This design comes from an exercise in tuning for small area, a short achievable clock period and few clock cycles per item on the open sky130 flow, not from production work.
No run shown here included a check of the RTL's function; only the layout flow was run.

==> flow/design.v, too long to show whole: its modules and the start of the top module <==
// module dct8_stream: 2707 lines
// module dct_fa: 10 lines
// module dct_ha: 9 lines
// module dct_addsub: 14 lines
// module dct_carry: 31 lines
// module dct_carry_ci: 13 lines
// module dct_sum: 11 lines
// module dct_sum_co: 12 lines
// module dct_out: 19 lines
// module dct_sub_cs: 12 lines
// module dct_subl: 8 lines
// module dct_subh: 11 lines
module dct8_stream #(
    parameter int IN_W        = 8,
    parameter int OUT_W       = 14,
    parameter int LEVEL_SHIFT = 0
) (
    input  logic                    clk,
    input  logic                    rst,
    input  logic                    en,
    input  logic                    in_valid,
    output logic                    in_ready,
    input  logic [IN_W-1:0]         x0,
    input  logic [IN_W-1:0]         x1,
    input  logic [IN_W-1:0]         x2,
    input  logic [IN_W-1:0]         x3,
    input  logic [IN_W-1:0]         x4,
    input  logic [IN_W-1:0]         x5,
    input  logic [IN_W-1:0]         x6,
    input  logic [IN_W-1:0]         x7,
    output logic                    out_valid,
    input  logic                    out_ready,
    output logic signed [OUT_W-1:0] y0,
    output logic signed [OUT_W-1:0] y1,
    output logic signed [OUT_W-1:0] y2,
    output logic signed [OUT_W-1:0] y3,
    output logic signed [OUT_W-1:0] y4,
    output logic signed [OUT_W-1:0] y5,
    output logic signed [OUT_W-1:0] y6,
    output logic signed [OUT_W-1:0] y7
);
  // ...
==> flow/flow/run.sh <==
#!/bin/bash
# Standard ORFS layout, with repair_timing aiming below the clock period and
# plain buffers on the ports.
set -euo pipefail
bash standard.sh SETUP_SLACK_MARGIN=7.4 "BUFFER_PORTS_ARGS=-buffer_cell sky130_fd_sc_hd__buf_2" finish > standard_flow.log 2>&1
==> flow/standard.sh <==
#!/bin/bash
# synth_recipe.tcl (not shown) runs the flow's synth.tcl, then flattens the netlist and writes it again
# the make line also repeats each setting of config.mk as NAME=value (left out here)
make -C /OpenROAD-flow-scripts/flow DESIGN_CONFIG=/design/flow/config.mk WORK_HOME=/design/flow/orfs CLKGATE_MAP_FILE= SYNTH_SCRIPT=/design/flow/synth_recipe.tcl "${@:-finish}"
==> flow/config.mk <==
export PLATFORM = sky130hd
export DESIGN_NAME = dct8_stream
export DESIGN_NICKNAME = dct8_stream
export VERILOG_FILES = /design/flow/design.v
export SDC_FILE = /design/flow/constraint.sdc
export NUM_CORES = 4
export LEC_CHECK = 0
export CAP_MARGIN = 20
export CORE_MARGIN = 2
export CORE_UTILIZATION = 50
export SLEW_MARGIN = 20
export SYNTH_HIERARCHICAL = 1
==> flow/constraint.sdc <==
create_clock -name core_clock -period 12.0 [get_ports {clk}]
set_input_delay 2.4000 -clock core_clock [delete_from_list [all_inputs] [get_ports {clk}]]
set_output_delay 2.4000 -clock core_clock [all_outputs]
set_load 0.01 [all_outputs]
==> summary.log, run 1 <==
qor: synth.yosysTopAreaCell sky130_fd_sc_hd__fa_1
qor: status.status no timing/DRC/antenna violations
qor: floorplan.floorplan.initialDensity 50.6%
qor: flow_run.max-cap-violations 0
qor: global_routing.wire_length_of_the_first_global_routing_pass 134 mm
qor: clock_network.cts.repair.resized 36
qor: route.drc_errors 0
qor: synth.synth.cell_area 35500 µm²
qor: clock_network.cts_buffers 36
qor: finish.final_instance_count_without_filler_cells 4173
qor: finish.nonClockBufferCount 314
qor: place.placed_cells_incl_taps 4018
qor: floorplan.die-width 270 µm
qor: setup_path.path_cells inv_1, ha_1, inv_1, fa_1, inv_1, a21o_1, a21oi_1, mux2_4, ha_1, fa_1, inv_1, fa_1, fa_1, inv_1, ha_1, fa_2, a21o_1, a21oi_2, xnor2_1
qor: finish.nNonClkInverters 604
qor: synth.synthMuxAreaShare 2.57%
qor: floorplan.die_height 270 µm
qor: sta.final-max-slew-violation-count 0
qor: sta.fin_ws 7.33 ns
qor: synth.seq_area_frac_synth 21.0%
qor: finish.fraction_of_area_in_multi_input_gates 64.6%
qor: clock_network.tritoncts done
qor: global_routing.grt_start_max_net_pins 76
qor: route.drt-met1-wl 32.6 mm
qor: sta.final.period_utilization 38.9%
qor: sta.setup_viol 0
qor: setup_path.cpPeakStageDelay 0.50 ns
qor: finish.antennaDiodeCount 0
qor: finish.multiInputCombCellCount 1978
qor: clock_network.setup_bufs_post_cts 26
qor: sta.maxClockFrequency 0.214 GHz
qor: route.avgRoutedWirePerCell 19.8 µm
qor: place.portBuffers 178
qor: finish.area.sequential 7470 µm²
qor: global_routing.antenna_found_initial 1
==> inputs of run 2 (changes only) <==
--- a/flow/design.v
+++ b/flow/design.v
@@ -65,18 +65,18 @@
         if (~sv)
             for (int i = 0; i < 8; i++) sk[i] <= xin[i];
     end
     always_comb
         for (int i = 0; i < 8; i++) xm[i] = sv ? sk[i] : xin[i];
     logic [8:0] a_n [4];
     logic [8:0] b_n [4];
     for (genvar i = 0; i < 4; i++) begin : g_bfly
-        dct_addsub #(.W(8), .SUB(0)) ua (.a(xm[i]), .b(xm[7-i]), .y(a_n[i]));
-        dct_addsub #(.W(8), .SUB(1)) ub (.a(xm[i]), .b(xm[7-i]), .y(b_n[i]));
+        dct_bf_cs #(.SUB(0)) ua (.a(xm[i]), .b(xm[7-i]), .y(a_n[i]));
+        dct_bf_cs #(.SUB(1)) ub (.a(xm[i]), .b(xm[7-i]), .y(b_n[i]));
     end
     logic [8:0] ss_n, sc_n, es_n, ec_n;
     for (genvar j = 0; j < 9; j++) begin : g_l1
         dct_fa us (.a(a_n[0][j]), .b(a_n[1][j]), .c(a_n[2][j]), .s(ss_n[j]), .co(sc_n[j]));
         dct_fa ue (.a(a_n[1][j]), .b(a_n[2][j]), .c(~a_n[0][j]), .s(es_n[j]), .co(ec_n[j]));
     end
     logic [8:0] ss_r, sc_r, es_r, ec_r;
     logic [8:0] a0_r, a1_r, a2_r, a3_r;
@@ -2850,8 +2850,54 @@
     input  logic [3:0] a,
     input  logic [3:0] b,
     output logic [4:0] y
 );
     logic [4:0] t;
     assign t = {1'b0, a} + {1'b0, ~b} + 5'(CI);
     assign y = {~t[4], t[3:0]};
 endmodule
+module dct_bf_cs #(
+    parameter int SUB = 0
+) (
+    input  logic [7:0] a,
+    input  logic [7:0] b,
+    output logic [8:0] y
+);
+    logic [3:0] lo;
+    logic [4:0] h0, h1;
+    logic       c4;
+    dct_bfl #(.SUB(SUB)) u_lo (.a(a[3:0]), .b(b[3:0]), .y(lo), .co(c4));
+    dct_bfh #(.SUB(SUB), .CI(0)) u_h0 (.a(a[7:4]), .b(b[7:4]), .y(h0));
+    dct_bfh #(.SUB(SUB), .CI(1)) u_h1 (.a(a[7:4]), .b(b[7:4]), .y(h1));
+    assign y = {c4 ? h1 : h0, lo};
+endmodule
+module dct_bfl #(
+    parameter int SUB = 0
+) (
+    input  logic [3:0] a,
+    input  logic [3:0] b,
+    output logic [3:0] y,
+    output logic       co
+);
+    if (SUB != 0) begin : g_s
+        assign {co, y} = {1'b0, a} + {1'b0, ~b} + 5'd1;
+    end else begin : g_a
+        assign {co, y} = {1'b0, a} + {1'b0, b};
+    end
+endmodule
+module dct_bfh #(
+    parameter int SUB = 0,
+    parameter int CI  = 0
+) (
+    input  logic [3:0] a,
+    input  logic [3:0] b,
+    output logic [4:0] y
+);
+    logic [4:0] t;
+    if (SUB != 0) begin : g_s
+        assign t = {1'b0, a} + {1'b0, ~b} + 5'(CI);
+        assign y = {~t[4], t[3:0]};
+    end else begin : g_a
+        assign t = {1'b0, a} + {1'b0, b} + 5'(CI);
+        assign y = t;
+    end
+endmodule
==> summary.log, run 2 <==
qor: status.status no timing/DRC/antenna violations [unchanged]
qor: route.drc_errors 0 [unchanged]
qor: finish.area.growth.synth_to_final 13.1% [was 13.7%]
qor: route.dr_wl_met2 45.1 mm [was 43.4 mm]
qor: finish.final_instance_count_without_filler_cells 4248 [was 4173]
qor: synth.synth_simple_gate_area_share 3.90% [was 4.78%]
qor: route.drt.antenna.violating_nets 0 [unchanged]
qor: clock_network.cts_buffers 36 [unchanged]
qor: floorplan.floorplan.core_area 71700 µm² [was 70100 µm²]
qor: sta.finalCriticalPeriod 4.68 ns [was 4.67 ns]
qor: sta.worst_clock_skew 0.0250 ns [was 0.0330 ns]
qor: global_routing.antenna_found_initial 3 [was 1]
qor: route.drt-met1-wl 34.2 mm [was 32.6 mm]
qor: sta.fin_tns_setup 0 ns [unchanged]
qor: setup_path.critPathCaptureType flop [unchanged]
qor: place.portBuffers 178 [unchanged]
qor: synth.yosys_warnings 61 [unchanged]
qor: global_routing.wire_length_of_the_first_global_routing_pass 139 mm [was 134 mm]
qor: route.routed_via_density 5.31 [was 5.30]
qor: route.detailroute.wirelength.met3 4.56 mm [was 3.83 mm]
qor: synth.syn-instance-count 2942 [was 2874]
qor: finish.layout.filler_cells 6003 [was 5862]
qor: synth.number_of_storage_elements_in_the_synthesis_netlist 271 [unchanged]
qor: sta.final-max-slew-violation-count 0 [unchanged]
qor: route.routed_via_count 22540 [was 22109]
qor: clock_network.tritoncts done [unchanged]
qor: synth.postSynth.asyncResetShare 0% [unchanged]
qor: global_routing.grt_pass1_vias 25286 [was 24740]
qor: setup_path.critPathArrivalTime 4.99 ns [was 4.98 ns]
qor: synth.synth.cell_area 36300 µm² [was 35500 µm²]
qor: route.routed.top_layer met4 [was met5]
qor: sta.setup_viol 0 [unchanged]
qor: synth.synth-edff-count 204 [unchanged]
qor: route.routed_wl 86.3 mm [was 82.6 mm]
qor: synth.synth_top_area_share 42.1% [was 42.3%]
qor: floorplan.die-width 274 µm [was 270 µm]
qor: synth.synthMuxAreaShare 3.53% [was 2.57%]
qor: clock_network.clk_transition_reported_paths 0.06 ns [about the same]
qor: sta.final_number_of_hold_violating_endpoints 0 [unchanged]
qor: finish.final_layout_size_suffix_gt1_share 19.7% [was 19.8%]
qor: setup_path.timing.setup.critical_path_class reg2reg [unchanged]
qor: route.drt_iter0_markers 1226 [was 1076]
qor: place.place.gp.congestion 0.872 [about the same]
qor: synth.synth.top_cells.by_count sky130_fd_sc_hd__fa_1 (765), sky130_fd_sc_hd__inv_1 (653), sky130_fd_sc_hd__ha_1 (324) [was sky130_fd_sc_hd__fa_1 (749), sky130_fd_sc_hd__inv_1 (603), sky130_fd_sc_hd__ha_1 (292)]
qor: finish.multiInputGateArea 26700 µm² [was 26100 µm²]
qor: clock_network.cts_num_sinks 271 [unchanged]
qor: synth.mean_post_synth_cell_area 12.4 µm² [was 12.3 µm²]
qor: synth.synth-adder-area-share 53.5% [was 52.8%]
qor: finish.area.sequential 7470 µm² [unchanged]
qor: synth.most_used_standard_cell_by_instance_count_after_synthesis sky130_fd_sc_hd__fa_1 [unchanged]
qor: global_routing.grt_start_max_net_pins 82 [was 76]
qor: setup_path.timing.critical_path.fanout_max 5 [was 2]
qor: floorplan.io_pins 183 [unchanged]
qor: route.pre_repair_dr_iteration_count 5 [was 7]
qor: sta.final.period_utilization 39.0% [was 38.9%]
qor: finish.largest_register_ffs 64 [unchanged]
qor: global_routing.gr-usage-all-layers 24.3% [was 23.7%]
qor: setup_path.cp.required 12.31 ns [about the same]
qor: synth.seq_area_frac_synth 20.6% [was 21.0%]
qor: worst_hold_path.hold_path.class reg2reg [unchanged]
qor: floorplan.floorplan.initialDensity 50.7% [was 50.6%]
qor: synth.synthXorXnorAreaFrac 4.00% [was 3.60%]
qor: synth.synth_area_leaders sky130_fd_sc_hd__fa_1 (42%), sky130_fd_sc_hd__edfxtp_1 (17%), sky130_fd_sc_hd__ha_1 (11%) [was sky130_fd_sc_hd__fa_1 (42%), sky130_fd_sc_hd__edfxtp_1 (17%), sky130_fd_sc_hd__ha_1 (10%)]
qor: sta.unrepaired_setup_endpoints_after_global_routing yes [unchanged]
qor: place.place_hpwl 66.3 mm [was 64.1 mm]
qor: flow_run.max-cap-violations 0 [unchanged]
qor: synth.yosysUniqueCellTypes 67 [was 76]
qor: finish.final_common_cell sky130_fd_sc_hd__fa_1 [unchanged]
qor: setup_path.critPathLaunchType flop [unchanged]
qor: sta.maxClockFrequency 0.213 GHz [was 0.214 GHz]
qor: floorplan.die_height 274 µm [was 270 µm]
qor: clock_network.htree_levels 2 [unchanged]
qor: sta.slew_headroom 28.1% [was 33.3%]
qor: finish.max_flop_register sk [unchanged]
qor: floorplan.std_cell_rows 98 [was 97]
qor: sta.measured_slew_at_the_worst_slew_check_pin 1.07 ns [was 1.00 ns]
qor: finish.layout.nets 4428 [was 4315]
qor: place.placed_cells_incl_taps 4096 [was 4018]
qor: clock_network.clock_latency 0.57 ns [about the same]
qor: floorplan.dieArea 74800 µm² [was 73100 µm²]
qor: synth.yosysTopAreaCell sky130_fd_sc_hd__fa_1 [unchanged]
qor: global_routing.global_route.overflow_total 0 [unchanged]
qor: route.avgRoutedWirePerCell 20.3 µm [was 19.8 µm]
qor: synth.synth_compound_area_share 6.90% [was 7.98%]
qor: clock_network.cts.path.max_buffers 3 [unchanged]
qor: finish.final_cell_mix sky130_fd_sc_hd__fa_1 (716), sky130_fd_sc_hd__inv_1 (638), sky130_fd_sc_hd__ha_1 (301) [was sky130_fd_sc_hd__fa_1 (701), sky130_fd_sc_hd__inv_1 (586), sky130_fd_sc_hd__ha_1 (265)]
qor: synth.main_synth_ff_type sky130_fd_sc_hd__edfxtp_1 [unchanged]
qor: synth.combinational_family_with_the_most_area_after_synthesis adder cells [unchanged]
qor: clock_network.clk_root_buffer_cell sky130_fd_sc_hd__clkbuf_16 [unchanged]
-- run 2: through the flow --
step | hold WS (ns) | util, % | worst slack [ns] | area (µm²)
after global routing | 0.512 | 57.3 | 7.16 | 41100
after detailed placement | 0.485 | 53.9 | 6.65 | 38700
after global placement | 0.479 | 53.9 | 6.69 | 38700
after floorplan | 0.465 | - | 7.10 | 36600
after CTS | 0.497 | 56.2 | 7.32 | 40300
final | 0.494 | 57.3 | 7.32 | 41100
-- run 2: metal layers --
layer,vias to the layer above,track usage (%)
met4,0,6.50
met2,537,43.5
met5,-,0
li1,10040,-
met3,148,3.80
met1,11815,30.6
-- run 2: final timing paths --
kind              slack [ns]         to      from  cells after the start
hold reg to reg         0.49   sk[0][0]  sk[0][0]                      1
setup / recovery        7.32  t6_u0r[4]   a1_r[2]                     16
hold / removal          0.49   sk[0][0]  sk[0][0]                      1
setup reg to reg        7.32  t6_u0r[4]   a1_r[2]                     16
-- run 2: final cells by class --
type | count | share of cell area [%]
flip-flops and latches | 271 | 18.2
clock buffers | 45 | 2.43
multi-input cells | 1996 | 64.9
well taps | 950 | 2.89
clock inverters | 19 | 0.591
inverters | 654 | 6.01
repair buffers | 311 | 4.98
diodes | 2 | 0.0122
-- run 2: modules after synthesis (local to each module, per instance), a selection --
module / flops+latches / area (µm²) / times used
dct_fa: 0 / 20.0 / 719
dct_out: 0 / 208 / 8
dct_sub_cs: 0 / 56.3 / 2
dct_subl: 0 / 205 / 2
dct_ha: 0 / 12.5 / 68
dct8_stream: 271 / 10500 / 1
-- run 2: logic make-up after synthesis --
family,after synthesis
adders and majority gates,1096
xor gates and xnor gates,166
AOI/OAI and AO/OA,350
buffers and inverters,693
muxes,114
DFF,271
other,2
and+or+nand+nor,250
-- run 2: worst max-delay path, cell delays in order, from the launching register on --
cell and delay (ns):
sky130_fd_sc_hd__edfxtp_1 0.42, sky130_fd_sc_hd__ha_4 0.19, sky130_fd_sc_hd__or2_4 0.25, sky130_fd_sc_hd__o211ai_1 0.29, sky130_fd_sc_hd__a21oi_4 0.10, sky130_fd_sc_hd__buf_12 0.15
sky130_fd_sc_hd__mux2_4 0.34, sky130_fd_sc_hd__fa_2 0.39, sky130_fd_sc_hd__fa_1 0.48, sky130_fd_sc_hd__inv_1 0.05, sky130_fd_sc_hd__fa_1 0.45, sky130_fd_sc_hd__fa_1 0.51
sky130_fd_sc_hd__inv_2 0.06, sky130_fd_sc_hd__fa_2 0.35, sky130_fd_sc_hd__a21o_1 0.18, sky130_fd_sc_hd__a21oi_2 0.14, sky130_fd_sc_hd__xnor2_1 0.09
-- run 2: timing repair --
action | CTS | global route
cloned | 0 | 0
buffers inserted | 24 | 62
resized for setup | 45 | 74
hold buffers | 0 | 0
endpoints found under the setup margin | 29 | 41
pin swaps | 12 | 40

## afterwards: timing with drivers on the ports
In the flow no input, the clock included, has a driving cell. The finished layouts below were timed again as built, in two steps. Step 1 sets driving cells, clkbuf_16 on the clock port and buf_2 on the other inputs (assumed; they add their load-dependent delay and slew). Step 2 also shifts input and output timing later by t, the mid clock arrival at the registers, as if the neighbouring blocks saw the same clock. a / b / c = ideal / step 1 / step 2; a / b = the first two.
| run | t (ns) | setup WS [ns] | worst setup path after step 2 | cell pins on the clock port's net |
|---|---|---|---|---|
| run 1 | 0.621 | 7.330 / 7.330 / 6.901 | input to register | 1 |
| run 2 | 0.627 | 7.316 / 7.316 / 6.878 | input to register | 1 |
After both steps setup and hold are still met in every run listed. For run 2, which loses most, drivers alone change the setup slack by 0.000 ns; drivers and shift together by -0.438 ns.
